This design comes from an exercise in tuning for small area on the open sky130 flow, not from production work.
Function was checked by simulation only, so behaviour that the tests miss may differ from the original.
No activity file was given, so power comes from the tool's default toggle rates. The clock port is modelled as an ideal driver; clocking choices that lean on that would not hold on a real chip.

==> design/flow/design.v <==
`default_nettype none
package resize_pkg;
  typedef logic [8-1:0] pixel_t;
  typedef logic [16-1:0] coord_t;
  typedef logic [15:0] step_t;
  typedef struct packed {
    pixel_t data;                        
    coord_t x;                           
    coord_t y;                           
  } fifo_item_t;
endpackage
`default_nettype wire
`timescale 1ns/1ps
`default_nettype none
import resize_pkg::*;
module resize_regs
(
  input  logic                          clk,
  input  logic                          rst_n,
  input  logic                          psel,
  input  logic                          penable,
  input  logic                          pwrite,
  input  logic [8-1:0]     paddr,
  input  logic [31:0]                   pwdata,
  output logic [31:0]                   prdata,
  output logic                          pready,
  output logic                          pslverr,
  input  logic [5-1:0] fifo_level,
  input  logic                          fifo_ovf,
  output logic                          enable,
  output resize_pkg::coord_t            src_w,
  output resize_pkg::coord_t            src_h,
  output resize_pkg::step_t             x_step,
  output resize_pkg::step_t             y_step,
  output logic                          ovf_clear
);
  logic        wr_en;                    
  logic        hit_ctrl;
  logic        hit_size;
  logic        hit_step;
  logic        hit_status;
  assign wr_en      = psel & penable & pwrite;
  assign hit_ctrl   = (paddr == 8'h00);
  assign hit_size   = (paddr == 8'h04);
  assign hit_step   = (paddr == 8'h08);
  assign hit_status = (paddr == 8'h0C);
  assign pready     = 1'b1;              
  assign pslverr    = ~(hit_ctrl | hit_size | hit_step | hit_status);
  assign ovf_clear  = wr_en & hit_status & pwdata[8];
  always_ff @(posedge clk)
  begin
    if (!rst_n)
    begin
      enable <= 1'b0;
      src_w  <= '0;
      src_h  <= '0;
      x_step <= 16'h0100;
      y_step <= 16'h0100;
    end
    else if (wr_en)
    begin
      if (hit_ctrl)
        enable <= pwdata[0];
      if (hit_size)
      begin
        src_w <= pwdata[15:0];
        src_h <= pwdata[31:16];
      end
      if (hit_step)
      begin
        x_step <= pwdata[15:0];
        y_step <= pwdata[31:16];
      end
    end
  end
  always_comb
  begin
    prdata = ({32{hit_ctrl}}   & {31'd0, enable})
           | ({32{hit_size}}   & {src_h, src_w})
           | ({32{hit_step}}   & {y_step, x_step})
           | ({32{hit_status}} & {23'd0, fifo_ovf, 3'd0, fifo_level});
  end
endmodule
`default_nettype wire
`timescale 1ns/1ps
`default_nettype none
import resize_pkg::*;
module resize_coord_map
(
  input  logic               clk,
  input  logic               rst_n,
  input  logic               enable,
  input  resize_pkg::coord_t src_w,
  input  resize_pkg::coord_t src_h,
  input  resize_pkg::step_t  x_step,
  input  resize_pkg::step_t  y_step,
  input  logic               pix_valid,
  input  resize_pkg::pixel_t pix_data,
  input  resize_pkg::coord_t pix_x,
  input  resize_pkg::coord_t pix_y,
  output logic               keep_valid,   
  output resize_pkg::pixel_t keep_data,    
  output resize_pkg::coord_t keep_x,
  output resize_pkg::coord_t keep_y,
  output logic               frame_done
);
  localparam int FRAC_W = 8;
  localparam int ACC_W  = 16 + FRAC_W;
  typedef logic [ACC_W-1:0] acc_t;
  acc_t               x_acc;
  acc_t               y_acc;
  resize_pkg::coord_t dst_x;
  resize_pkg::coord_t row_y;             
  logic               row_kept;          
  logic               row_start;
  logic               y_zero;
  logic               frame_start;
  logic               row_keep_new;      
  logic               row_keep_cur;
  logic               col_hit;
  logic               hit;
  logic               keep;
  resize_pkg::coord_t dst_y;
  resize_pkg::coord_t dst_y_cur;
  resize_pkg::coord_t row_y_cur;
  resize_pkg::coord_t dst_x_cur;
  logic               last_x;
  logic               last_y;
  logic               last_pix;
  logic               clr_row;           
  logic               clr_frame;         
  logic               new_row;           
  logic               hit_r;
  logic               row_add;           
  assign row_start   = (pix_x == '0);
  assign y_zero      = (pix_y == '0);
  assign frame_start = row_start & y_zero;
  assign row_keep_new = y_zero | (pix_y == y_acc[ACC_W-1:FRAC_W]);
  assign row_keep_cur = row_start ? row_keep_new : row_kept;
  assign col_hit      = row_start | (pix_x == x_acc[ACC_W-1:FRAC_W]);
  assign hit          = pix_valid & row_keep_cur & col_hit;
  assign keep         = hit & enable;
  assign dst_y     = row_y + resize_pkg::coord_t'(row_kept);
  assign dst_y_cur = frame_start ? '0 : dst_y;
  assign row_y_cur = row_start ? dst_y_cur : row_y;
  assign dst_x_cur = row_start ? '0 : dst_x;
  assign keep_data = pix_data;
  assign keep_x    = dst_x_cur;
  assign keep_y    = row_y_cur;
  always_comb
  begin
    last_x = pix_x[0] ^ src_w[0];
    last_y = pix_y[0] ^ src_h[0];
    for (int i = 0; i < 16 - 1; i++)
    begin
      last_x = last_x & ~((pix_x[i+1] ^ src_w[i+1]) ^ (pix_x[i] & ~src_w[i]));
      last_y = last_y & ~((pix_y[i+1] ^ src_h[i+1]) ^ (pix_y[i] & ~src_h[i]));
    end
  end
  assign last_pix = pix_valid & last_x & last_y;
  assign new_row   = pix_valid & row_start;
  assign clr_row   = new_row | ~rst_n;
  assign clr_frame = (new_row & y_zero) | ~rst_n;
  assign hit_r     = hit & rst_n;
  assign row_add   = new_row & row_keep_new & rst_n;
  always_ff @(posedge clk)
  begin
    x_acc <= (clr_row ? acc_t'(0) : x_acc) + (hit_r ? acc_t'(x_step) : acc_t'(0));
    dst_x <= (clr_row ? '0 : dst_x) + resize_pkg::coord_t'(hit_r);
    y_acc <= (clr_frame ? acc_t'(0) : y_acc) + (row_add ? acc_t'(y_step) : acc_t'(0));
    if (clr_row)
    begin
      row_kept <= row_add;
      row_y    <= clr_frame ? '0 : dst_y;
    end
  end
  always_ff @(posedge clk)
  begin
    if (!rst_n)
    begin
      keep_valid <= 1'b0;
      frame_done <= 1'b0;
    end
    else
    begin
      keep_valid <= keep;
      frame_done <= last_pix;
    end
  end
endmodule
`default_nettype wire
`timescale 1ns/1ps
`default_nettype none
import resize_pkg::*;
module pixel_fifo
#(
  parameter int DEPTH = 16   
)
(
  input  logic                          clk,
  input  logic                          rst_n,
  input  logic                          wr_valid,   
  input  resize_pkg::fifo_item_t        wr_item,    
  input  logic                          rd_ready,
  input  logic                          ovf_clear,
  output logic                          rd_valid,
  output resize_pkg::fifo_item_t        rd_item,
  output logic [5-1:0] level,
  output logic                          ovf
);
  localparam int AW     = $clog2(DEPTH);
  localparam int ITEM_W = 8 + 2 * 16;
  logic [ITEM_W-1:0] mem [0:DEPTH-1];
  logic [AW-1:0]     wr_ptr;
  logic [AW-1:0]     rd_ptr;
  logic              full;
  logic              pop;
  logic              wr_ok;
  logic [AW-1:0]     wr_ptr_nx;
  logic [AW-1:0]     rd_ptr_nx;
  logic              full_nx;
  assign level    = {full, wr_ptr - rd_ptr};
  assign rd_valid = full | (wr_ptr != rd_ptr);
  always_comb
  begin
    rd_item = '0;
    for (int i = 0; i < DEPTH; i++)
      rd_item = rd_item | ({ITEM_W{rd_ptr == AW'(i)}} & mem[i]);
  end
  assign pop       = rd_valid & rd_ready;
  assign wr_ok     = wr_valid & ~full;
  assign wr_ptr_nx = wr_ptr + AW'(wr_ok);
  assign rd_ptr_nx = rd_ptr + AW'(pop);
  assign full_nx   = ~pop & (full | (wr_ok & (wr_ptr_nx == rd_ptr)));
  always_ff @(posedge clk)
  begin
    if (!rst_n)
    begin
      wr_ptr <= '0;
      rd_ptr <= '0;
      full   <= 1'b0;
      ovf    <= 1'b0;
    end
    else
    begin
      wr_ptr <= wr_ptr_nx;
      rd_ptr <= rd_ptr_nx;
      full   <= full_nx;
      if (wr_valid && full)
        ovf <= 1'b1;
      else if (ovf_clear)
        ovf <= 1'b0;
    end
  end
  always_ff @(posedge clk)
  begin
    if (!full_nx)
      mem[wr_ptr_nx] <= wr_item;
  end
endmodule
`default_nettype wire
`timescale 1ns/1ps
`default_nettype none
import resize_pkg::*;
module resize_top
(
  input  logic                      clk,
  input  logic                      rst_n,
  input  logic                      psel,
  input  logic                      penable,
  input  logic                      pwrite,
  input  logic [8-1:0] paddr,
  input  logic [31:0]               pwdata,
  output logic [31:0]               prdata,
  output logic                      pready,
  output logic                      pslverr,
  input  logic                      pix_valid,
  input  resize_pkg::pixel_t                    pix_data,
  input  resize_pkg::coord_t                    pix_x,
  input  resize_pkg::coord_t                    pix_y,
  output logic                      out_valid,
  input  logic                      out_ready,
  output resize_pkg::pixel_t                    out_data,
  output resize_pkg::coord_t                    out_x,
  output resize_pkg::coord_t                    out_y,
  output logic                      frame_done
);
  logic   enable;
  resize_pkg::coord_t src_w;
  resize_pkg::coord_t src_h;
  resize_pkg::step_t  x_step;
  resize_pkg::step_t  y_step;
  logic   ovf_clear;
  logic   fifo_ovf;
  logic [5-1:0] fifo_level;
  logic       keep_valid;
  resize_pkg::pixel_t     keep_data;
  resize_pkg::coord_t     keep_x;
  resize_pkg::coord_t     keep_y;
  resize_pkg::fifo_item_t keep_item;
  resize_pkg::fifo_item_t out_item;
  resize_regs u_regs (
    .clk        (clk),
    .rst_n      (rst_n),
    .psel       (psel),
    .penable    (penable),
    .pwrite     (pwrite),
    .paddr      (paddr),
    .pwdata     (pwdata),
    .prdata     (prdata),
    .pready     (pready),
    .pslverr    (pslverr),
    .fifo_level (fifo_level),
    .fifo_ovf   (fifo_ovf),
    .enable     (enable),
    .src_w      (src_w),
    .src_h      (src_h),
    .x_step     (x_step),
    .y_step     (y_step),
    .ovf_clear  (ovf_clear)
  );
  resize_coord_map u_map (
    .clk        (clk),
    .rst_n      (rst_n),
    .enable     (enable),
    .src_w      (src_w),
    .src_h      (src_h),
    .x_step     (x_step),
    .y_step     (y_step),
    .pix_valid  (pix_valid),
    .pix_data   (pix_data),
    .pix_x      (pix_x),
    .pix_y      (pix_y),
    .keep_valid (keep_valid),
    .keep_data  (keep_data),
    .keep_x     (keep_x),
    .keep_y     (keep_y),
    .frame_done (frame_done)
  );
  assign keep_item = {keep_data, keep_x, keep_y};   
  pixel_fifo #(
    .DEPTH (16)
  ) u_fifo (
    .clk       (clk),
    .rst_n     (rst_n),
    .wr_valid  (keep_valid),
    .wr_item   (keep_item),
    .rd_ready  (out_ready),
    .ovf_clear (ovf_clear),
    .rd_valid  (out_valid),
    .rd_item   (out_item),
    .level     (fifo_level),
    .ovf       (fifo_ovf)
  );
  assign out_data = out_item.data;
  assign out_x    = out_item.x;
  assign out_y    = out_item.y;
endmodule
`default_nettype wire
==> design/flow/flow/run.sh <==
#!/bin/bash
# Standard ORFS layout with three changes:
#  - synthesis maps the logic with an area-oriented ABC script (flow/abc_area.script)
#    in place of ORFS's speed script; flip-flop mapping, flattening and naming are
#    the standard synthesis's (synth_recipe.tcl, unchanged)
#  - port buffers are sky130_fd_sc_hd__buf_1 instead of the resizer's default pick
#  - clock tree: larger sink clusters driven by clkbuf_16, no dummy loads
# Each make run writes its full output to a log file in this folder; ORFS's own
# per-step logs are under orfs/logs.
set -euo pipefail
W=$PWD
rm -rf "$W/scripts_area"
cp -r "$FLOW_HOME/scripts" "$W/scripts_area"
cp "$W/flow/abc_area.script" "$W/scripts_area/abc_speed.script"
bash standard.sh "SCRIPTS_DIR=$W/scripts_area" synth > "$W/make_synth.log" 2>&1
bash standard.sh \
  "BUFFER_PORTS_ARGS=-buffer_cell sky130_fd_sc_hd__buf_1" \
  "CTS_ARGS=-sink_clustering_enable -repair_clock_nets -sink_clustering_size 30 -sink_clustering_max_diameter 100 -buf_list sky130_fd_sc_hd__clkbuf_16 -dont_use_dummy_load" \
  finish > "$W/make_finish.log" 2>&1
==> design/flow/flow/abc_area.script <==
&get -n
&st
&dch -f
&nf -a -p -R 1000 -F 8 -A 4 -C 32
&st
&dch -f
&nf -a -p -R 1000 -F 8 -A 4 -C 32
&st
&syn2
&dch -f
&nf -a -p -R 1000 -F 8 -A 4 -C 32
&st
&synch2
&dch -f
&nf -a -p -R 1000 -F 8 -A 4 -C 32
&st
&dch -f
&nf -a -p -R 1000 -F 8 -A 4 -C 32
&put
topo
stime -c
dnsize -c
==> design/flow/standard.sh <==
#!/bin/bash
# synth_recipe.tcl (not shown) runs the flow's synth.tcl, then flattens the netlist and writes it again
# the make line also repeats each setting of config.mk as NAME=value (left out here)
make -C /OpenROAD-flow-scripts/flow DESIGN_CONFIG=/design/flow/config.mk WORK_HOME=/design/flow/orfs CLKGATE_MAP_FILE= SYNTH_SCRIPT=/design/flow/synth_recipe.tcl "${@:-finish}"
==> design/flow/config.mk <==
export PLATFORM = sky130hd
export DESIGN_NAME = resize_top
export DESIGN_NICKNAME = resize_top
export VERILOG_FILES = /design/flow/design.v
export SDC_FILE = /design/flow/constraint.sdc
export NUM_CORES = 4
export LEC_CHECK = 0
export CAP_MARGIN = 0
export CORE_MARGIN = 2
export CORE_UTILIZATION = 80
export PLACE_DENSITY = 0.9
export SLEW_MARGIN = 0
==> design/flow/constraint.sdc <==
create_clock -name core_clock -period 6.0 [get_ports {clk}]
set_input_delay 1.2000 -clock core_clock [delete_from_list [all_inputs] [get_ports {clk}]]
set_output_delay 1.2000 -clock core_clock [all_outputs]
set_load 0.01 [all_outputs]
==> summary.txt, run 1 <==
- Cells after Synth: 2082
- Comb power frac: 0.027
- Utilization after layout: 0.881
- Most used DFF post-synth: edfxtp_1
- Synthesized area per cell: 15.0 µm²
- Setup TNS after final layout: 0 ns
- Max Freq: 178 MHz
- DP Cell Count: 2833
- Worst Tran Pin Value: 1.31 ns
- Slew HR: 0.125
- DR vias: 23000
- Gr ovfl total: 0
- Area of the multi-input gates: 0.00864 mm²
- H-tree depth: 1
- Post-CTS setup buffers: 0
- Lkg Pwr: 10.9 nW
- Cell family with most CP delay: compound AO/OA/AOI/OAI gates
- Status: no timing/DRC/antenna violations
- Area of the core: 0.0386 mm²
- Clk network pwr share: 0.286
- Clk slew on worst S/H paths: 0.12 ns
- DP Worst Slack: -0.167 ns
- Sequential power share: 0.686
- Final setup fails: 0
- Detailed Route Iter0 Violations: 4971
- Clock sinks: 798
- PwrDens: 257 mW/mm²
- Die area: 0.0405 mm²
- Ys async rst share: 0
- Final nets: 2510
- Longest Clk Path Bufs: 3
- Sequential share of the synthesized area: 0.724
- Internal: 0.00695 W
- Routability cong.: 0.939
- Clock skew: 0.0359 ns
- Fin worst setup slack: 0.375 ns
- Ys Warns: 3
- Psw: 0.00178 W
- Final std cells w/o fill: 2863
- Worst Path Buf+Inv: 3
- Max-cap violations: 0
- Port-buffer cells: 161
- ANT nets after route: 0
- Crit-path cells: buf_1 > buf_4 > nor4_1 > nand4_1 > or3_4 > buf_4 > and3_1 > ha_1 > a21oi_1 > nor2_1 > nor2_1 > o21bai_1 > a21oi_1 > o21bai_1 > a21oi_1 > o21ai_0 > a211o_1 > o21ai_0 > o31ai_1 > nor2b_1 > nand3b_1 > xor2_1 > nor2_1
- CP Class: in -> reg
- CTS Root Cell: clkbuf_16
- RSZ-0062 raised after global routing: no
- Resized cells post-CTS: 0
- Peak supply drop: 0.216 mV
- Crit-path slowest cell: o31ai_1
- Max stage delay on crit path: 0.58 ns
- Mapped Nets: 2245
- Vias per cell: 8.05
- Post-DP HPWL: 52100 µm
- Worst Path Arrival: 6.11 ns
- Diodes inserted: 0
- Pre-Repair DR Iteration Count: 14
- Total CTS buffers: 30
- First-pass GRT wire length: 146000 µm
- Ports: 163
- Area grow syn2layout: 9.06%
- Fin crit period: 5.63 ns
- GRT Overall Usage: 0.492
- Antenna violations before repair: 1
- Vias in the first global route: 23100
- CTS tree: built
- Largest net degree at the start of global routing: 60
- Worst setup EP type: flop
- Post-synth EDFFs: 657
- Reg area: 0.0226 mm²
- Post-CTS Hold Buffers: 0
- Final period util: 0.938
- Final slew viol count: 0
- DRC: 0
- Total wire length: 99100 µm
- WP data required: 6.49 ns
- #FFs+latches synth: 798
- Crit Path Max Fanout: 20
- Starting Density: 0.808
- WL per Instance: 34.6 µm
- Share of cells above drive strength 1: 0.0618
- Die H: 201 µm
- Syn Std Cell Area: 0.0312 mm²
- Startpoint types: primary input
- Endpoints failing hold: 0
- Fillers: 1440
- Worst hold path class: reg -> reg
- Post-synth cell types: 48
- Die width: 201 µm
- FP Rows: 72
- Clock latency on the worst-skew pair: 0.64 ns
- Switching share of total power: 0.204
## cells in the mapped netlist, types with 4 or more instances
cell type / number / area [µm²]
a22o_1: 57 / 499
a31oi_1: 6 / 37.5
o21ai_0: 107 / 536
and4_1: 29 / 254
nor3_1: 20 / 100
nand3_1: 41 / 205
a22oi_1: 58 / 435
mux2i_1: 4 / 40.0
a21o_1: 7 / 52.6
nand2b_1: 6 / 37.5
o21bai_1: 6 / 45.0
o22ai_1: 5 / 31.3
edfxtp_1: 657 / 19700
a221oi_1: 38 / 333
a2111oi_0: 4 / 35.0
xor2_1: 65 / 569
xnor2_1: 40 / 350
a21oi_1: 66 / 330
ha_1: 73 / 913
a222oi_1: 121 / 1210
and3_1: 35 / 219
nor2_1: 144 / 541
nand4_1: 39 / 244
nor4_1: 20 / 125
nor2b_1: 24 / 150
nand2_1: 121 / 454
and2_0: 55 / 344
clkinv_1: 61 / 229
dfxtp_1: 141 / 2820
## final cells by class
cell class              instances  share of cell area
clock buffers                  30              0.0221
inverters                      61             0.00674
multi-input cells            1222               0.254
flip-flops and latches        798               0.664
well taps                     518              0.0191
repair buffers                234              0.0340
## power groups by stage
stage | sequential (W) | clock [W] | combinational (W)
final | 0.00599 | 0.00250 | 0.000239
after global routing | 0.00599 | 0.00259 | 0.000256
after CTS | 0.00599 | 0.00244 | 0.000231
after detailed placement | 0.00611 | 0 | 0.000224
after global placement | 0.00610 | 0 | 0.000212
after floorplan | 0.00610 | 0 | 0.000108
## cells in the final DEF (no fill, tap or decap), drive strengths merged, types with 5 or more instances in the layout
cell,instances
nor3,20
a21oi,66
o21ai,107
xor2,65
nor2b,24
a31oi,6
xnor2,40
dfxtp,141
o21bai,6
nand2b,6
ha,73
and2,55
edfxtp,657
nand3,41
nor4,20
nand4,39
and4,29
nor2,144
a22o,57
buf,233
nand2,121
clkbuf,31
a21o,7
clkinv,61
a221oi,38
and3,35
a222oi,121
o22ai,5
a22oi,58
## through the flow
| step | power [W] | hold WS (ns) | cell area, µm² |
|---|---|---|---|
| 2_1_floorplan | 0.00621 | 0.431 | 31200 |
| 3_3_place_gp | 0.00632 | 0.451 | 33200 |
| 3_5_place_dp | 0.00633 | 0.459 | 33200 |
| 4_1_cts | 0.00865 | 0.475 | 34000 |
| 5_1_grt | 0.00884 | 0.504 | 34000 |
| 6_report | 0.00873 | 0.475 | 34000 |
## worst reg2reg max path, stage by stage (launching register included)
cell	delay, ns
dfxtp_1	0.37
clkinv_1	0.17
a222oi_1	0.39
o21ai_0	0.18
a2111oi_1	0.41
nand3_1	0.19
a221oi_4	0.36
and2_0	0.22
ha_1	0.25
a21o_1	0.16
a21oi_1	0.20
o21bai_1	0.10
a21oi_1	0.20
o21bai_1	0.09
a21oi_1	0.21
o21ai_0	0.18
a31oi_1	0.32
nor3_1	0.12
a2111oi_2	0.37
clkinv_1	0.12
a21oi_1	0.26
nor2_1	0.12
nand3_1	0.11
xor2_1	0.14
## metal layers
metal / GRT usage / share of wire
met5: 0 / 0.00013
met4: 0.282 / 0.077
met3: 0.134 / 0.17
met2: 0.777 / 0.46
met1: 0.625 / 0.30
## sequential cells by signal, summed over array words and instances, names as in the netlist
| name | flops |
|---|---|
| u_fifo.ovf | 1 |
| u_map.keep_valid | 1 |
| u_regs.y_step | 16 |
| u_map.row_y | 16 |
| u_map.y_acc | 24 |
| u_regs.src_w | 16 |
| u_regs.x_step | 16 |
| u_map.dst_x | 16 |
| u_fifo.rd_ptr | 4 |
| u_map.row_kept | 1 |
| u_regs.src_h | 16 |
| u_regs.enable | 1 |
| u_map.frame_done | 1 |
| u_fifo.wr_ptr | 4 |
| u_fifo.full | 1 |
| u_fifo.mem | 640 |
| u_map.x_acc | 24 |
## cell families (layout without fill, tap and decap cells)
logic type | Yosys count | in the layout | share of synthesized area
compound gates | 489 | 489 | 0.117
xor+xnor | 105 | 105 | 0.0295
fa+ha+maj | 76 | 76 | 0.0312
buf+inv | 62 | 325 | 0.00759
flops | 798 | 798 | 0.724
mux | 4 | 4 | 0.00129
other cells | 1 | 1 | 0.000120
simple gates | 547 | 547 | 0.0889
## final timing paths
kind	from	cells after the start	to	slack, ns
worst max-delay path	pix_x[5]	23	u_map.y_acc[22]$_DFF_P_	0.37
worst min-delay path	u_regs.src_h[14]$_SDFFE_PN0P_	2	u_regs.src_h[14]$_SDFFE_PN0P_	0.48
worst max register to register	u_map.x_acc[13]$_DFF_P_	23	u_map.x_acc[21]$_DFF_P_	0.71
worst min register to register	u_regs.src_h[14]$_SDFFE_PN0P_	2	u_regs.src_h[14]$_SDFFE_PN0P_	0.48
==> run 2, diff against run 1 <==
--- a/design/flow/flow/run.sh
+++ b/design/flow/flow/run.sh
@@ -1,3 +1,3 @@
 #!/bin/bash
-# Standard ORFS layout with three changes:
+# Standard ORFS layout with these changes:
 #  - synthesis maps the logic with an area-oriented ABC script (flow/abc_area.script)
@@ -7,2 +7,3 @@
 #  - clock tree: larger sink clusters driven by clkbuf_16, no dummy loads
+#  - after global routing, cells on paths with slack are downsized (RECOVER_POWER)
 # Each make run writes its full output to a log file in this folder; ORFS's own
@@ -18,2 +19,3 @@
   "CTS_ARGS=-sink_clustering_enable -repair_clock_nets -sink_clustering_size 30 -sink_clustering_max_diameter 100 -buf_list sky130_fd_sc_hd__clkbuf_16 -dont_use_dummy_load" \
+  RECOVER_POWER=100 \
   finish > "$W/make_finish.log" 2>&1
--- a/design/flow/config.mk
+++ b/design/flow/config.mk
@@ -9,4 +9,4 @@
 export CORE_MARGIN = 2
-export CORE_UTILIZATION = 80
-export PLACE_DENSITY = 0.9
+export CORE_UTILIZATION = 70
+export PLACE_DENSITY = 0.8
 export SLEW_MARGIN = 0
==> run 2 against run 1 <==
  * Now fails the layout checks on capacitance limit, slew limit
  * Total power shrank 1.6%
  * Combinational power shrank 8.8%
  * Largest power group unchanged
  * Clock power is 4% lower
  * Flip-flop and latch count unchanged
  * First-iteration DRC count fell by 36%
  * Clock skew grew 0.0097 ns
  * Sequential share of layout area up 0.28 points
  * Cell count up 2.5%
==> summary.txt, run 2 <==
- Worst setup EP type: output pin
- Detailed Route Iter0 Violations: 3164
- Complex-gate fraction of the synthesized area: 0.117
- Die width: 215 µm
- Area of the core: 0.0440 mm²
- Cells after Synth: 2082
- Die H: 215 µm
- FP Rows: 77
- H-tree depth: 1
- Max reg flops: 640
- Post-CTS setup buffers: 0
- Worst hold path class: reg -> reg
- Routability cong.: 0.898
- Simple-gate portion of the synthesized area: 0.0889
- Layout Check Fails: capacitance limit, slew limit
- Total wire length: 82300 µm
- GRT Overall Usage: 0.355
- Antenna violations before repair: 0
- Synthesized area per cell: 15.0 µm²
- Vias per cell: 7.03
- Max Freq: 171 MHz
- Fillers: 2732
- Total CTS buffers: 30
- Cell area after layout: 0.0338 mm²
- Ports: 163
- Synth Area in Adders: 0.0312
- Final setup fails: 0
- DP Worst Slack: -0.191 ns
- Pre-Repair DR Iteration Count: 9
- Crit Path Max Fanout: 27
- Post-synthesis mux area share: 0.00129
- Post-synth cell types: 48
- Largest regs: u_fifo.mem x640, u_map.x_acc x24, u_map.y_acc x24
- Setup TNS after final layout: 0 ns
- Share of cells above drive strength 1: 0.0452
- Dpl cell area: 0.0333 mm²
- Final period util: 0.974
- Worst Tran Pin Value: 3.06 ns
- First-pass GRT wire length: 122000 µm
- Vias in the first global route: 20100
- Reg with most FFs: u_fifo.mem
- WP data required: 4.80 ns
- Count leader, synth: edfxtp_1
- WL per Instance: 28.1 µm
- Status: failed layout checks
- Final slew viol count: 584
- Ys async rst share: 0
- Final std cells w/o fill: 2935
- Most used DFF post-synth: edfxtp_1
- CTS tree: built
- Final nets: 2508
- Sequential share of the synthesized area: 0.724
- DRC: 0
- Fin crit period: 5.85 ns
- Endpoints failing hold: 0
- Most common cell after layout, fill and taps aside: edfxtp_1
- Synth area leader: edfxtp_1
- Clk slew on worst S/H paths: 0.11 ns
- Worst Path Arrival: 4.65 ns
- Syn Std Cell Area: 0.0312 mm²
- ANT nets after route: 0
- Utilization after layout: 0.768
- Largest net degree at the start of global routing: 63
- Post-DP HPWL: 46400 µm
- DP Cell Count: 2905
- Fin worst setup slack: 0.155 ns
- PwrDens: 254 mW/mm²
- Commonest cells after routing, fill and taps aside: edfxtp_1, buf_1, dfxtp_1
- Clock latency on the worst-skew pair: 0.63 ns
- Peak supply drop: 0.245 mV
- Ys Warns: 3
- Lkg Pwr: 10.7 nW
- Port-buffer cells: 161
- Ranking of synthesized cells by area: edfxtp_1, dfxtp_1, a222oi_1, ha_1, xor2_1
- Post-CTS Hold Buffers: 0
- DR vias: 20600
- Clock sinks: 798
- Area grow syn2layout: 8.60%
- Starting Density: 0.708
- Clock skew: 0.0456 ns
- CP Class: reg -> out
- Slew HR: -1.05
- Max-cap violations: 19
- RSZ-0062 raised after global routing: no
- Die area: 0.0462 mm²
- Xor/xnor share of the synthesized area: 0.0295
- Combinational family with the most area after synthesis: compound AO/OA/AOI/OAI gates
- Post-synth top area share: 0.633
- Longest Clk Path Bufs: 3
- CTS Root Cell: clkbuf_16
- #FFs+latches synth: 798
- Post-synth EDFFs: 657
- Startpoint types: flop
- Top post-synthesis cells by count: edfxtp_1, nor2_1, dfxtp_1
- Diodes inserted: 0
- Mapped Nets: 2245
- Gr ovfl total: 0
[run 2: report_power, final]
group	leakage, nW	switching (W)	total (W)	internal [W]
Combinational	3.51	0.000146	0.000218	0.0000715
Clock	0.370	0.00149	0.00239	0.000899
Sequential	6.86	0.0000118	0.00598	0.00597
Total	10.7	0.00165	0.00859	0.00694
[run 2: final timing paths]
kind / slack (ns) / to / cells past startpoint / startpoint
max reg2reg: 0.30 / u_fifo.mem[8][25]$_DFFE_PP_ / 10 / u_fifo.rd_ptr[1]$_SDFF_PN0_
min reg2reg: 0.48 / u_regs.src_w[7]$_SDFFE_PN0P_ / 2 / u_regs.src_w[7]$_SDFFE_PN0P_
min: 0.48 / u_regs.src_w[7]$_SDFFE_PN0P_ / 2 / u_regs.src_w[7]$_SDFFE_PN0P_
max: 0.15 / out_y[0] / 7 / u_fifo.rd_ptr[1]$_SDFF_PN0_
[run 2: through the flow]
stage                     hold slack, ns  power, W
after floorplan                    0.431   0.00621
after global placement             0.455   0.00632
after detailed placement           0.465   0.00633
after CTS                          0.481   0.00858
after global routing               0.499   0.00879
final                              0.480   0.00859
[run 2: cell type report]
class / instances / area (µm²) / share of cell area
flip-flops and latches: 798 / 22600 / 0.667
multi-input cells: 1222 / 8550 / 0.253
repair buffers: 232 / 1010 / 0.0300
well taps: 592 / 741 / 0.0219
inverters: 61 / 229 / 0.00677
clock buffers: 30 / 751 / 0.0222
[run 2: kinds of logic after synthesis]
group,Yosys count
DFF,798
AOI/OAI and AO/OA,489
muxes,4
adders and majority gates,76
other,1
buffers and inverters,62
xor gates and xnor gates,105
and+or+nand+nor,547
[run 2: critical path, cell delays in order (launching register included)]
cell      delay (ns)
dfxtp_1         0.64
nand2_1         0.33
nor2_1          1.20
clkbuf_2        0.96
a222oi_1        0.25
and4_1          0.29
nand3_1         0.19
buf_1           0.18
[run 2: routing by layer]
layer	part of all wire	wire (µm)	vias to the layer above	global-route usage
li1	-	-	8889	-
met1	0.35	29200	9966	0.484
met2	0.49	40100	1551	0.588
met3	0.12	9820	214	0.0519
met4	0.039	3230	0	0.136
met5	0	0	-	0
[run 2: repair_timing]
item | in CTS | in global routing
setup endpoints to repair | 0 | 3
endpoints found under the hold margin | 0 | 0
gates resized for setup | 0 | 1
==> run 3, diff against run 2 <==
--- a/design/flow/design.v
+++ b/design/flow/design.v
@@ -122,4 +122,2 @@
   logic               keep;
-  resize_pkg::coord_t dst_y;
-  resize_pkg::coord_t dst_y_cur;
   resize_pkg::coord_t row_y_cur;
@@ -142,6 +140,4 @@
   assign keep         = hit & enable;
-  assign dst_y     = row_y + resize_pkg::coord_t'(row_kept);
-  assign dst_y_cur = frame_start ? '0 : dst_y;
-  assign row_y_cur = row_start ? dst_y_cur : row_y;
-  assign dst_x_cur = row_start ? '0 : dst_x;
+  assign row_y_cur = clr_frame ? '0 : row_y + resize_pkg::coord_t'(new_row & row_kept);
+  assign dst_x_cur = clr_row ? '0 : dst_x;
   assign keep_data = pix_data;
@@ -168,9 +164,7 @@
     x_acc <= (clr_row ? acc_t'(0) : x_acc) + (hit_r ? acc_t'(x_step) : acc_t'(0));
-    dst_x <= (clr_row ? '0 : dst_x) + resize_pkg::coord_t'(hit_r);
+    dst_x <= dst_x_cur + resize_pkg::coord_t'(hit_r);
     y_acc <= (clr_frame ? acc_t'(0) : y_acc) + (row_add ? acc_t'(y_step) : acc_t'(0));
+    row_y <= row_y_cur;
     if (clr_row)
-    begin
       row_kept <= row_add;
-      row_y    <= clr_frame ? '0 : dst_y;
-    end
   end
--- a/design/flow/flow/run.sh
+++ b/design/flow/flow/run.sh
@@ -1,3 +1,3 @@
 #!/bin/bash
-# Standard ORFS layout with these changes:
+# Standard ORFS layout with three changes:
 #  - synthesis maps the logic with an area-oriented ABC script (flow/abc_area.script)
@@ -7,3 +7,2 @@
 #  - clock tree: larger sink clusters driven by clkbuf_16, no dummy loads
-#  - after global routing, cells on paths with slack are downsized (RECOVER_POWER)
 # Each make run writes its full output to a log file in this folder; ORFS's own
@@ -18,4 +17,3 @@
   "BUFFER_PORTS_ARGS=-buffer_cell sky130_fd_sc_hd__buf_1" \
-  "CTS_ARGS=-sink_clustering_enable -repair_clock_nets -sink_clustering_size 30 -sink_clustering_max_diameter 100 -buf_list sky130_fd_sc_hd__clkbuf_16 -dont_use_dummy_load" \
-  RECOVER_POWER=100 \
+  "CTS_ARGS=-sink_clustering_enable -repair_clock_nets -sink_clustering_size 32 -sink_clustering_max_diameter 100 -buf_list sky130_fd_sc_hd__clkbuf_16 -dont_use_dummy_load" \
   finish > "$W/make_finish.log" 2>&1
==> run 3 against run 2 <==
  * Now clean on timing, DRC and antenna
  * First-iteration DRC count down 2.2%
  * Combinational power down 32%
  * Flip-flop and latch count unchanged
  * Critical path depth up 17
  * Non-clock buffer count down 13
  * Cell count down 2.0%
  * Maximum frequency up 13%
  * Register-to-register slack better by 0.92 ns
  * Critical path type is now in -> reg
  * Critical endpoint is now u_map.y_acc[20]$_DFF_P_
  * Largest cell class unchanged
  * Largest power group unchanged
  * Highest routed layer unchanged
==> summary.txt, run 3 <==
- R2R setup slack: 1.22 ns
- Top post-synthesis cells by count: edfxtp_1, dfxtp_1, nor2_1
- Worst setup EP type: flop
- Startpoint types: primary input
- Antenna violations before repair: 0
- Most used DFF post-synth: edfxtp_1
- Post-CTS setup buffers: 0
- WP data required: 6.48 ns
- Ports: 163
- Final period util: 0.866
- Peak supply drop: 0.268 mV
- Post-synth top area share: 0.625
- Crit Path Max Fanout: 5
- Worst Tran Pin Value: 1.34 ns
- Fin crit period: 5.20 ns
- Worst hold path class: reg -> reg
- Synth area leader: edfxtp_1
- Ys Warns: 3
- DR vias: 20300
- Area grow syn2layout: 8.91%
- WL per Instance: 28.8 µm
- Starting Density: 0.711
- Gr ovfl total: 0
- Mapped Nets: 2206
- Clock sinks: 798
- Clock latency on the worst-skew pair: 0.65 ns
- Die area: 0.0457 mm²
- Lkg Pwr: 10.3 nW
- Dpl cell area: 0.0328 mm²
- Clock skew: 0.0700 ns
- Post-synth cell types: 46
- Pre-Repair DR Iteration Count: 6
- Total wire length: 82700 µm
- Status: no timing/DRC/antenna violations
- First-pass GRT wire length: 120000 µm
- #FFs+latches synth: 798
- Count leader, synth: edfxtp_1
- RSZ-0062 raised after global routing: no
- HP Start: u_regs.src_w[11]$_SDFFE_PN0P_
- Slew HR: 0.104
- Synthesized area per cell: 15.1 µm²
- Cell area after layout: 0.0335 mm²
- Most common cell after layout, fill and taps aside: edfxtp_1
- Reg with most FFs: u_fifo.mem
- DRC: 0
- Worst Path Arrival: 5.68 ns
- Post-synth EDFFs: 641
- Commonest cells after routing, fill and taps aside: edfxtp_1, buf_1, dfxtp_1
- Endpoint, Worst Hold: u_regs.src_w[11]$_SDFFE_PN0P_
- Reg-to-Reg Start: u_map.y_acc[11]$_DFF_P_
- Endpoints failing hold: 0
- Die width: 214 µm
- Setup TNS after final layout: 0 ns
- Max reg flops: 640
- Share of cells above drive strength 1: 0.0550
- Largest regs: u_fifo.mem x640, u_map.x_acc x24, u_map.y_acc x24
- CTS Root Cell: clkbuf_16
- Area of the core: 0.0433 mm²
- ANT nets after route: 0
- Final nets: 2455
- Port-buffer cells: 161
- Vias per cell: 7.06
- Clk slew on worst S/H paths: 0.11 ns
- Hold path cells: 2
- Max Freq: 192 MHz
- GRT Overall Usage: 0.361
- Final setup fails: 0
- Vias in the first global route: 19800
- Syn Std Cell Area: 0.0308 mm²
- Ranking of synthesized cells by area: edfxtp_1, dfxtp_1, a222oi_1, ha_1, a22o_1
- Post-DP HPWL: 47800 µm
- H-tree depth: 1
- Reg-to-reg endpoint: u_map.x_acc[22]$_DFF_P_
- Largest net degree at the start of global routing: 67
- Sequential share of the synthesized area: 0.727
- Longest Clk Path Bufs: 3
- Ys async rst share: 0
- PwrDens: 251 mW/mm²
- Resized cells post-CTS: 0
- Post-CTS Hold Buffers: 0
- Routability cong.: 0.960
- FP Rows: 76
- Max-cap violations: 0
- Diodes inserted: 0
- CP Class: in -> reg
- R2R cell count: 26
- CTS tree: built
- Total CTS buffers: 29
- Detailed Route Iter0 Violations: 3094
- Cells after Synth: 2043
- Die H: 214 µm
- Final slew viol count: 0
## run 3: changes by cell type after synthesis, moves of 22 or more
cell / change
nor2b_1: +36
xor2_1: -29
o21ai_0: -28
nand2_1: -22
and2_0: -45
## run 3: worst max path at each step
stage,cells past startpoint,start,end
floorplan,23,pix_x[5],u_map.y_acc[20]$_DFF_P_
global placement,25,pix_y[11],u_map.x_acc[22]$_DFF_P_
detailed placement,24,pix_x[1],u_map.y_acc[20]$_DFF_P_
CTS,24,pix_x[1],u_map.y_acc[20]$_DFF_P_
global route,24,pix_x[1],u_map.y_acc[20]$_DFF_P_
finish,24,pix_x[1],u_map.y_acc[20]$_DFF_P_
## run 3: worst max-delay path, stage by stage
cell and delay [ns]:
buf_1 0.13, nor4_1 0.30, nand4_1 0.25, nand2b_1 0.28, o21ai_4 0.23, nor2b_1 0.09, ha_1 0.24, fa_1 0.47
a21oi_1 0.17, nor2_1 0.05, nor2_1 0.15, o21bai_1 0.09, a21oi_1 0.25, o21bai_1 0.11, a21oi_1 0.23, o21bai_1 0.08
a21oi_1 0.23, o21ai_0 0.19, nand3_1 0.12, nand2_1 0.08, a31oi_1 0.39, nor3_1 0.13, xnor2_1 0.17, nor2_1 0.05
## run 3: final cells by class
type	instances	area, µm²
tap	585	732
multi-input combinational	1173	8370
clock buffer	29	726
inverter	71	267
timing repair buffer	219	1040
fill	2527	9740
sequential	798	22400
## run 3: metrics by stage
| step | worst slack (ns) | utilization | instances | total power (W) | hold WS, ns |
|---|---|---|---|---|---|
| detailed placement | 0.233 | 0.758 | 2846 | 0.00617 | 0.463 |
| global placement | 0.368 | 0.758 | 2846 | 0.00617 | 0.432 |
| global route | 0.377 | 0.775 | 2875 | 0.00860 | 0.501 |
| floorplan | 0.267 | - | 2043 | 0.00609 | 0.421 |
| CTS | 0.848 | 0.775 | 2875 | 0.00842 | 0.476 |
| finish | 0.805 | 0.775 | 2875 | 0.00842 | 0.476 |
## run 3: where the power goes
group / switching (W) / total (W) / leakage, nW / internal, W
clock: 0.00150 / 0.00237 / 0.357 / 0.000870
combinational: 0.0000954 / 0.000148 / 3.46 / 0.0000524
sequential: 0.00000135 / 0.00590 / 6.45 / 0.00590
## run 3: logic make-up after synthesis
logic type,after synthesis,share of synthesized area
AND/OR/NAND/NOR,518,0.0868
adder cells (fa/ha/maj),76,0.0316
AO/OA/AOI/OAI,491,0.120
flip-flops,798,0.727
buffers and inverters,72,0.00890
XOR/XNOR,87,0.0248
other,1,0.000122
## run 3: layer usage
layer,track usage,routed length [µm],vias up,part of all wire
met5,0,0,-,0
met3,0.0511,8950,227,0.11
met2,0.611,40600,1456,0.49
met1,0.476,29600,9889,0.36
li1,-,-,8712,-
met4,0.153,3510,0,0.042
==> run 4, diff against run 3 <==
--- a/design/flow/design.v
+++ b/design/flow/design.v
@@ -136,3 +136,3 @@
   assign row_keep_new = y_zero | (pix_y == y_acc[ACC_W-1:FRAC_W]);
-  assign row_keep_cur = row_start ? row_keep_new : row_kept;
+  assign row_keep_cur = new_row ? row_keep_new : row_kept;
   assign col_hit      = row_start | (pix_x == x_acc[ACC_W-1:FRAC_W]);
@@ -166,5 +166,4 @@
     y_acc <= (clr_frame ? acc_t'(0) : y_acc) + (row_add ? acc_t'(y_step) : acc_t'(0));
-    row_y <= row_y_cur;
-    if (clr_row)
-      row_kept <= row_add;
+    row_y    <= row_y_cur;
+    row_kept <= row_keep_cur & rst_n;
   end
--- a/design/flow/flow/run.sh
+++ b/design/flow/flow/run.sh
@@ -6,3 +6,3 @@
 #  - port buffers are sky130_fd_sc_hd__buf_1 instead of the resizer's default pick
-#  - clock tree: larger sink clusters driven by clkbuf_16, no dummy loads
+#  - clock tree: larger sink clusters driven by clkbuf_8, no dummy loads
 # Each make run writes its full output to a log file in this folder; ORFS's own
@@ -17,3 +17,3 @@
   "BUFFER_PORTS_ARGS=-buffer_cell sky130_fd_sc_hd__buf_1" \
-  "CTS_ARGS=-sink_clustering_enable -repair_clock_nets -sink_clustering_size 32 -sink_clustering_max_diameter 100 -buf_list sky130_fd_sc_hd__clkbuf_16 -dont_use_dummy_load" \
+  "CTS_ARGS=-sink_clustering_enable -repair_clock_nets -sink_clustering_size 18 -sink_clustering_max_diameter 80 -buf_list sky130_fd_sc_hd__clkbuf_8 -dont_use_dummy_load" \
   finish > "$W/make_finish.log" 2>&1
==> run 4 against run 3 <==
  * Clock skew is 0.0044 ns higher
  * Synthesized area hardly changed
  * Largest power group unchanged
  * Still clean
  * Sequential share of layout area is 0.32 points lower
  * Count of clock-buffer cells in the layout is 22 higher
  * Hold slack worse by 0.026 ns
  * Total power is 0.70% lower
  * Combinational power is 3% higher
  * Non-clock buffer count is 16 higher
==> summary.txt, run 4 <==
- Count leader, synth: edfxtp_1
- H-tree depth: 2
- Gr ovfl total: 0
- Crit Path Max Fanout: 9
- Clk network pwr share: 0.276
- Worst Path Buf+Inv: 3
- CTS tree: built
- Fin worst setup slack: 0.454 ns
- Reg-to-reg endpoint: u_map.x_acc[22]$_DFF_P_
- Most common cell after layout, fill and taps aside: edfxtp_1
- Vias in the first global route: 19900
- GRT Overall Usage: 0.367
- Commonest cells after routing, fill and taps aside: edfxtp_1, buf_1, dfxtp_1
- Largest net degree at the start of global routing: 63
- Fillers: 2576
- CTS Root Cell: clkbuf_8
- Port-buffer cells: 161
- Max reg flops: 640
- Detailed Route Iter0 Violations: 3424
- DRC: 0
- Top post-synthesis cells by count: edfxtp_1, dfxtp_1, nor2_1
- Pre-Repair DR Iteration Count: 10
- Clock sinks: 798
- Area of the core: 0.0433 mm²
- Reg with most FFs: u_fifo.mem
- Crit-path slowest cell: or2_4
- WL per Instance: 28.5 µm
- Largest regs: u_fifo.mem x640, u_map.x_acc x24, u_map.y_acc x24
- WP data required: 6.52 ns
- R2R cell count: 30
- Starting Density: 0.712
- RSZ-0062 raised after global routing: no
- Post-DP HPWL: 46800 µm
- Die H: 214 µm
- Most used cell, CP: nor2_1
- Ports: 163
- Final hold slack: 0.450 ns
- CP Class: in -> reg
- Total wire length: 83000 µm
- Clk slew on worst S/H paths: 0.11 ns
- FP Rows: 76
- Total CTS buffers: 51
- Synth area leader: edfxtp_1
- Post-CTS Hold Buffers: 0
- Internal: 0.00672 W
- ANT nets after route: 0
- Most used DFF post-synth: edfxtp_1
- Longest Clk Path Bufs: 3
- Cells after Synth: 2039
- Lkg Pwr: 10.6 nW
- Die width: 214 µm
- Final setup fails: 0
- Worst Path Arrival: 6.07 ns
- Reg-to-Reg Start: u_map.y_acc[20]$_DFF_P_
- Worst hold path class: reg -> reg
- Switching share of total power: 0.196
- Slew HR: 0.209
- Max stage delay on crit path: 0.33 ns
- Worst Tran Pin Value: 1.18 ns
- Share of cells above drive strength 1: 0.0723
- Final slew viol count: 0
- Area grow syn2layout: 9.33%
- Psw: 0.00164 W
- Ys async rst share: 0
- Fin crit period: 5.55 ns
- R2R setup slack: 0.84 ns
- Routability cong.: 0.923
- Final nets: 2489
- Antenna violations before repair: 0
- Clock skew: 0.0744 ns
- #FFs+latches synth: 798
- PwrDens: 248 mW/mm²
- Die area: 0.0457 mm²
- Setup TNS after final layout: 0 ns
- Endpoints failing hold: 0
- PnR Total Power: 0.00836 W
- DP Worst Slack: -0.138 ns
- Max Freq: 180 MHz
- Post-CTS setup buffers: 0
- Status: no timing/DRC/antenna violations
- Syn Std Cell Area: 0.0308 mm²
- DR vias: 20400
- Final period util: 0.924
- Ys Warns: 3
- Utilization after layout: 0.778
- Max-cap violations: 0
- Sequential power share: 0.706
- Critical Path Source: pix_x[9]
- Peak supply drop: 0.178 mV
- Cell family with most CP delay: simple AND/OR/NAND/NOR gates
- Vias per cell: 7.00
- Startpoint types: primary input
- Post-synth top area share: 0.624
- Worst setup path end: u_map.x_acc[22]$_DFF_P_
- First-pass GRT wire length: 121000 µm
- CP Depth: 31
- Sequential share of the synthesized area: 0.727
- Comb power frac: 0.018
- Diodes inserted: 0
- Mapped Nets: 2202
- Post-synth cell types: 49
- Synthesized area per cell: 15.1 µm²
- Clock latency on the worst-skew pair: 0.70 ns
- Ranking of synthesized cells by area: edfxtp_1, dfxtp_1, a222oi_1, ha_1, and3_1
- Resized cells post-CTS: 0
- Worst setup EP type: flop
- Post-synth EDFFs: 640
[run 4: metrics by stage]
step	cells	area [µm²]
2_1_floorplan	2039	30800
3_3_place_gp	2858	33000
3_5_place_dp	2858	33000
4_1_cts	2909	33700
5_1_grt	2909	33700
6_report	2909	33700
[run 4: worst min-delay path, stage by stage, from the launching register on]
cell and delay (ns):
dfxtp_1 0.33, nand2_1 0.07, xnor2_1 0.07
[run 4: per-layer routing]
metal / GRT usage / up-vias / wire length [µm]
li1: - / 8786 / -
met1: 0.490 / 9763 / 29300
met2: 0.598 / 1592 / 39800
met3: 0.0763 / 229 / 10700
met4: 0.146 / 0 / 3130
met5: 0 / - / 0
[run 4: final cells by class]
class                           instances  area (µm²)  area share
Sequential cell                       798       22400       0.665
Multi-Input combinational cell       1166        8400       0.250
Timing Repair Buffer                  235        1180      0.0349
Tap cell                              585         732      0.0217
Clock buffer                           51         702      0.0208
Inverter                               74         278     0.00825
[run 4: worst min path at each step]
stage	startpoint	end	slack, ns	cells past startpoint
after detailed placement	u_regs.enable$_SDFFE_PN0P_	u_map.keep_valid$_SDFF_PN0_	0.45	2
after global routing	u_map.dst_x[10]$_DFF_P_	u_map.dst_x[11]$_DFF_P_	0.47	2
after global placement	u_regs.src_h[1]$_SDFFE_PN0P_	u_regs.src_h[1]$_SDFFE_PN0P_	0.45	2
after floorplan	u_regs.enable$_SDFFE_PN0P_	u_map.keep_valid$_SDFF_PN0_	0.42	2
after CTS	u_map.dst_x[10]$_DFF_P_	u_map.dst_x[11]$_DFF_P_	0.46	2
final	u_map.dst_x[10]$_DFF_P_	u_map.dst_x[11]$_DFF_P_	0.45	2
[run 4: kinds of logic after synthesis]
logic type | synth area share
buffers and inverters | 0.00926
AOI/OAI and AO/OA | 0.121
muxes | 0.00138
other | 0.000122
xor gates and xnor gates | 0.0264
and+or+nand+nor | 0.0838
adders and majority gates | 0.0316
DFF | 0.727
[run 4: power by group through the flow]
stage / Clock [W] / Sequential, W / Combinational [W]
after floorplan: 0 / 0.00603 / 0.0000628
after global placement: 0 / 0.00603 / 0.000148
after detailed placement: 0 / 0.00603 / 0.000150
after CTS: 0.00232 / 0.00590 / 0.000151
after global routing: 0.00248 / 0.00590 / 0.000168
final: 0.00230 / 0.00590 / 0.000153

afterwards: timing with drivers on the ports:
The flow's constraints put no driver on any port. The routed layouts listed below were extracted and timed again, unchanged, in two steps. Step 1, drivers: a clkbuf_16 drives clk and a buf_2 each remaining input, both assumed. Step 2 adds t to the input delays and takes it off the output delays; t is the mean of the earliest and latest rising clock arrival at the registers after step 1. Input paths then give back, and output paths get back, about the clock's delay inside the block. Three values: ideal ports, drivers, drivers and shift; two values: the first two.
| run | shift t [ns] | setup slack, ns | hold slack, ns | latest minus earliest clock arrival (ns) |
|---|---|---|---|---|
| run 1 | 0.686 | 0.375 / 0.414 / -0.272 | 0.475 / 0.475 / 0.475 | 0.036 / 0.036 |
| run 2 | 0.663 | 0.155 / 0.098 / -0.241 | 0.480 / 0.480 / 0.480 | 0.046 / 0.046 |
| run 3 | 0.658 | 0.805 / 0.843 / 0.185 | 0.476 / 0.476 / 0.476 | 0.109 / 0.109 |
| run 4 | 0.712 | 0.454 / 0.491 / -0.221 | 0.450 / 0.450 / 0.450 | 0.085 / 0.084 |
The setup slack of run 4, which loses most, moves by +0.037 ns with the drivers and by -0.675 ns with both steps.
